This is an optimization exercise on Yosys and OpenROAD, whose aim is small area, not a production implementation. Only simulation tests tie the RTL to the original design; equivalence was not proved. Power and IR drop assume default switching activity.

==> flow/design.v <==
module wm_pixel_window #(
  parameter int IMG_W   = 256,
  parameter int IMG_H   = 256,
  parameter int WM_SYMS = 4096
) (
  input  logic       clk,
  input  logic       rst_n,
  input  logic       start,
  input  logic [7:0] pix_in,
  input  logic       pix_valid,
  output logic       pix_ready,
  input  logic [7:0] wm_byte,
  input  logic       wm_valid,
  output logic       wm_ready,
  output logic [7:0] data1,
  output logic [7:0] data2,
  output logic [7:0] data3,
  output logic [7:0] data4,
  output logic [1:0] wm_data,
  output logic       out_valid,
  output logic       busy,
  output logic       frame_done
);
  localparam int CW = $clog2(IMG_W);
  localparam int RW = $clog2(IMG_H);
  localparam int SR_LEN = IMG_W + 1;    
  logic          r_busy;
  logic [RW-1:0] r_row;
  logic [CW-1:0] r_col;
  logic          r_sym_avail;
  logic [7:0]    r_wm_byte;
  logic          r_win;                 
  logic [7:0]    r_sr [1:SR_LEN];
  logic       w_interior, w_needs_sym, w_accept, w_wm_accept, w_last, w_sym_win;
  logic [1:0] w_idx;
  logic [1:0] w_sym;
  assign w_interior  = (r_row != '0) && (r_col != '0);
  assign w_sym_win   = (r_row < RW'(17)) || ((r_row == RW'(17)) && (r_col < CW'(17)));
  assign w_needs_sym = w_interior && w_sym_win;
  assign busy        = r_busy;
  assign pix_ready   = r_busy && (!w_needs_sym || r_sym_avail);
  assign wm_ready    = r_busy && !r_sym_avail;
  assign w_accept    = pix_valid && pix_ready;
  assign w_wm_accept = wm_valid && wm_ready;
  assign w_last      = (r_row == RW'(IMG_H - 1)) && (r_col == CW'(IMG_W - 1));
  assign w_idx       = r_col[1:0] - r_row[1:0];
  assign frame_done  = out_valid && !r_busy;
  always_comb begin
    case (w_idx)
      2'd0: w_sym = r_wm_byte[7:6];
      2'd1: w_sym = r_wm_byte[5:4];
      2'd2: w_sym = r_wm_byte[3:2];
      default: w_sym = r_wm_byte[1:0];
    endcase
  end
  always_ff @(posedge clk or negedge rst_n) begin
    if (!rst_n) begin
      r_busy      <= 1'b0;
      r_row       <= '0;
      r_col       <= '0;
      r_sym_avail <= 1'b0;
      r_win       <= 1'b0;
      data1       <= '0;
      wm_data     <= '0;
      out_valid   <= 1'b0;
    end else begin
      out_valid <= w_accept;
      if (!r_busy) begin
        r_busy      <= start;
        r_sym_avail <= 1'b0;
      end else begin
        if (w_wm_accept) r_sym_avail <= 1'b1;
        if (w_accept) begin
          if (w_last) r_busy <= 1'b0;
          if (r_col == CW'(IMG_W - 1)) r_row <= r_row + RW'(1);
          r_col <= r_col + CW'(1);
          if (w_needs_sym && (w_idx == 2'd3)) r_sym_avail <= 1'b0;
        end
      end
      if (w_accept) begin
        data1   <= pix_in;
        r_win   <= w_interior;
        wm_data <= w_needs_sym ? w_sym : 2'b00;
      end
    end
  end
  always_ff @(posedge clk) begin
    if (w_wm_accept) r_wm_byte <= wm_byte;
    if (w_accept) begin
      r_sr[1] <= data1;
      for (int i = 2; i <= SR_LEN; i++) r_sr[i] <= r_sr[i-1];
    end
  end
  assign data2 = r_win ? r_sr[1]      : data1;
  assign data3 = r_win ? r_sr[IMG_W]  : data1;
  assign data4 = r_win ? r_sr[SR_LEN] : data1;
endmodule
Settings: LEC_CHECK=0, CAP_MARGIN=10, CORE_MARGIN=2, CORE_UTILIZATION=65, PLACE_DENSITY=0.75, SLEW_MARGIN=10; clock period 6.0 ns.
standard.sh (not shown) runs the stock make flow with config.mk's settings and CLKGATE_MAP_FILE= SYNTH_SCRIPT=/design/flow/synth_recipe.tcl, a recipe that flattens the netlist after the stock synthesis.
==> flow/flow/run.sh <==
#!/bin/bash
# Standard synthesis and layout, with a leaner clock tree (small buffers, larger sink
# clusters, no dummy loads) and the smallest buffer on the ports. Each tool's log is
# under orfs/logs; the whole output of the make run goes to standard.log.
set -euo pipefail
export CTS_ARGS="-sink_clustering_enable -repair_clock_nets -dont_use_dummy_load -sink_clustering_size 12 -sink_clustering_max_diameter 50 -buf_list sky130_fd_sc_hd__clkbuf_4"
export BUFFER_PORTS_ARGS="-buffer_cell sky130_fd_sc_hd__buf_1"
bash standard.sh > standard.log 2>&1
Change:
==> flow/run.sh (new file) <==
#!/bin/bash
# synth_recipe.tcl (not shown) runs the flow's synth.tcl, then flattens the netlist and writes it again
# the make line also repeats each setting of config.mk as NAME=value (left out here)
make -C /OpenROAD-flow-scripts/flow DESIGN_CONFIG=/design/flow/config.mk WORK_HOME=/design/flow/orfs CLKGATE_MAP_FILE= SYNTH_SCRIPT=/design/flow/synth_recipe.tcl finish
ABC_AREA = 1   (was not set)
CAP_MARGIN = 20   (was 10)
CORE_UTILIZATION = 75   (was 65)
PLACE_DENSITY = 0.85   (was 0.75)
SLEW_MARGIN = 20   (was 10)
removed: flow/flow/run.sh
removed: flow/standard.sh
After rerunning:
- Now the flow did not get past clock tree synthesis (4_1_cts) (DPL-0033)
- area after synthesis stays flat
- synthesized cell count grows by a few percent

* * *

JK:
Starts from the design.v that is shown in full above.
Settings: LEC_CHECK=0, CAP_MARGIN=10, CORE_MARGIN=2, CORE_UTILIZATION=65, PLACE_DENSITY=0.75, SLEW_MARGIN=10; clock period 6.0 ns.
==> flow/flow/run.sh <==
#!/bin/bash
# Standard synthesis and layout, with a leaner clock tree (small buffers, larger sink
# clusters, no dummy loads) and the smallest buffer on the ports. Each tool's log is
# under orfs/logs; the whole output of the make run goes to standard.log.
set -euo pipefail
export CTS_ARGS="-sink_clustering_enable -repair_clock_nets -dont_use_dummy_load -sink_clustering_size 20 -sink_clustering_max_diameter 60 -buf_list sky130_fd_sc_hd__clkbuf_8"
export BUFFER_PORTS_ARGS="-buffer_cell sky130_fd_sc_hd__buf_1"
bash standard.sh > standard.log 2>&1
Edits applied to the flow inputs when going from JK to MS:
-- flow/config.mk --
<<< JK, line 9
export CORE_MARGIN = 2
export CORE_UTILIZATION = 65
export PLACE_DENSITY = 0.75
export SLEW_MARGIN = 10
>>> MS, line 9
export CORE_MARGIN = 2
export CORE_UTILIZATION = 70
export PLACE_DENSITY = 0.8
export SLEW_MARGIN = 10
### Flow results
- Cmp MS vs JK: minimum clock period higher in MS
- Lower first-pass detailed-route iteration total goes to MS over JK.
- Changes observed in MS relative to JK: die outline height shows a reduction of 3.6%, maximum single-stage delay on the critical path shows an increase of 0.02 ns, setup slack shows a reduction of 0.010 ns, area overhead of the layout relative to synthesis shows no meaningful change, overall power consumption shows no meaningful change.
- Taking JK as the reference, in MS total clock buffers created by CTS rose 1, routed wire length went up 3200 um.
#### Input delta (AL over MS)
==> flow/flow/run.sh <==
#!/bin/bash
# Standard synthesis and layout, with a leaner clock tree (small buffers, no dummy loads)
# and the smallest buffer on the ports. Each tool's log is under orfs/logs; the whole
# output of the make run goes to standard.log.
set -euo pipefail
export CTS_ARGS="-sink_clustering_enable -repair_clock_nets -dont_use_dummy_load -sink_clustering_size 20 -buf_list sky130_fd_sc_hd__clkbuf_4"
export BUFFER_PORTS_ARGS="-buffer_cell sky130_fd_sc_hd__buf_1"
bash standard.sh > standard.log 2>&1
-- flow/config.mk --
<<< MS, line 9
export CORE_MARGIN = 2
export CORE_UTILIZATION = 70
export PLACE_DENSITY = 0.8
export SLEW_MARGIN = 10
>>> AL, line 9
export CORE_MARGIN = 2
export CORE_UTILIZATION = 55
export PLACE_DENSITY = 0.7
export SLEW_MARGIN = 10
==> results.txt <==
- MS has lower final area than AL.
- Changes observed in AL relative to MS: power moved up, setup slack of the critical path after layout now sits lower, count of TritonRoute iterations in the first routing pass held.
- For MS, the classification of the worst-slack hold path was register to register, unlike AL, where it was input pin to register.
- MS vs AL, critical path endpoint: pix_ready vs data2[3]
- Worst slew margin relative to its limit (higher): AL
- Diff MS -> AL | net switching power figure | up by more than 10%

* * *

RTL: the design.v shown in full above, as it stands there.
Settings: LEC_CHECK=0, CAP_MARGIN=20, CORE_MARGIN=2, CORE_UTILIZATION=40, SLEW_MARGIN=20; clock period 6.0 ns.
run.sh (not shown) runs the stock make flow with config.mk's settings and CLKGATE_MAP_FILE= SYNTH_SCRIPT=/design/flow/synth_recipe.tcl, a recipe that flattens the netlist after the stock synthesis.
Stock flow here: none of the scripts above is used.
Rerun with:
==> flow/flow/run.sh (new file) <==
#!/bin/bash
# Standard synthesis and layout, with a leaner clock tree (small buffers, larger sink
# clusters, no dummy loads) and the smallest buffer on the ports. Each tool's log is
# under orfs/logs; the whole output of the make run goes to standard.log.
set -euo pipefail
export CTS_ARGS="-sink_clustering_enable -repair_clock_nets -dont_use_dummy_load -sink_clustering_size 20 -sink_clustering_max_diameter 60 -buf_list sky130_fd_sc_hd__clkbuf_8"
export BUFFER_PORTS_ARGS="-buffer_cell sky130_fd_sc_hd__buf_1"
bash standard.sh > standard.log 2>&1
==> flow/standard.sh (new file) <==
#!/bin/bash
# synth_recipe.tcl (not shown) runs the flow's synth.tcl, then flattens the netlist and writes it again
# the make line also repeats each setting of config.mk as NAME=value (left out here)
make -C /OpenROAD-flow-scripts/flow DESIGN_CONFIG=/design/flow/config.mk WORK_HOME=/design/flow/orfs CLKGATE_MAP_FILE= SYNTH_SCRIPT=/design/flow/synth_recipe.tcl "${@:-finish}"
Settings changed: CAP_MARGIN 20 to 10, CORE_UTILIZATION 40 to 65, GPL_ROUTABILITY_DRIVEN from default to 0, GPL_TIMING_DRIVEN from default to 0, PLACE_DENSITY from default to 0.75, SLEW_MARGIN 20 to 10.
removed: flow/run.sh
Outcome: Final cell count went down by 22%; worst hold slack gets worse by 130 ps; worst setup slack got worse by 490 ps; sequential power hardly moves.

* * *

Starts from the design.v that is shown in full above.
export LEC_CHECK = 0
export CAP_MARGIN = 10
export CORE_MARGIN = 2
export CORE_UTILIZATION = 60
export PLACE_DENSITY = 0.65
export SLEW_MARGIN = 10
create_clock -name core_clock -period 6.0 [get_ports {clk}]
standard.sh (not shown) runs the stock make flow with config.mk's settings and CLKGATE_MAP_FILE= SYNTH_SCRIPT=/design/flow/synth_recipe.tcl, a recipe that flattens the netlist after the stock synthesis.
==> flow/flow/run.sh <==
#!/bin/bash
# Standard synthesis and layout, with a leaner clock tree (small buffers, larger sink
# clusters, no dummy loads) and the smallest buffer on the ports. Each tool's log is
# under orfs/logs; the whole output of the make run goes to standard.log.
set -euo pipefail
export CTS_ARGS="-sink_clustering_enable -repair_clock_nets -dont_use_dummy_load -sink_clustering_size 20 -sink_clustering_max_diameter 60 -buf_list sky130_fd_sc_hd__clkbuf_8"
export BUFFER_PORTS_ARGS="-buffer_cell sky130_fd_sc_hd__buf_1"
bash standard.sh > standard.log 2>&1
Next try:
CAP_MARGIN = 0   (was 10)
CORE_UTILIZATION = 65   (was 60)
PLACE_DENSITY = 0.75   (was 0.65)
SLEW_MARGIN = 0   (was 10)
Utilization went up by 5.2 points.
Via count hardly moves.
Setup slack gains 0.017 ns.
Sequential share of layout area went up by 0.56 points.
Clock skew went down by 0.0031 ns.
Wire length went up by 0.74%.
Final cell count went down by 3.6%.

==> static timing again, ports no longer ideal <==
How much do the figures lean on ideal ports? The routed layouts below were timed once more, with nothing changed but the port constraints. Step 1: set_driving_cell puts a clkbuf_16 on clk and a buf_2 on each other input, an assumption about the parent block. Step 2 times the ports against the registers' clock, not the clock port: input delays grow and output delays shrink by t, the midpoint of the rising clock arrivals with the driver on. a / b / c = ideal ports / drivers / drivers and shift; a / b = the first two.
run	shift t [ns]	setup slack, ns	clock arrival spread, ns	worst register clock-pin slew, ns
the first run of note 1	1.089	1.799 / 1.735 / 2.286	0.129 / 0.129	0.13 / 0.13
JK	0.819	2.100 / 2.034 / 2.344	0.093 / 0.093	0.12 / 0.12
MS	0.819	2.090 / 2.027 / 2.357	0.073 / 0.074	0.12 / 0.12
AL	1.199	1.687 / 1.624 / 2.275	0.153 / 0.154	0.07 / 0.07
the first run of note 3	0.843	1.671 / 1.602 / 2.229	0.043 / 0.043	0.07 / 0.07
the second run of note 3	0.817	1.185 / 1.133 / 1.185	0.076 / 0.076	0.12 / 0.12
the first run of note 4	0.838	2.083 / 2.017 / 2.191	0.103 / 0.103	0.11 / 0.11
the second run of note 4	0.819	2.100 / 2.034 / 2.344	0.093 / 0.093	0.12 / 0.12
After both steps setup and hold are still met in every run listed.
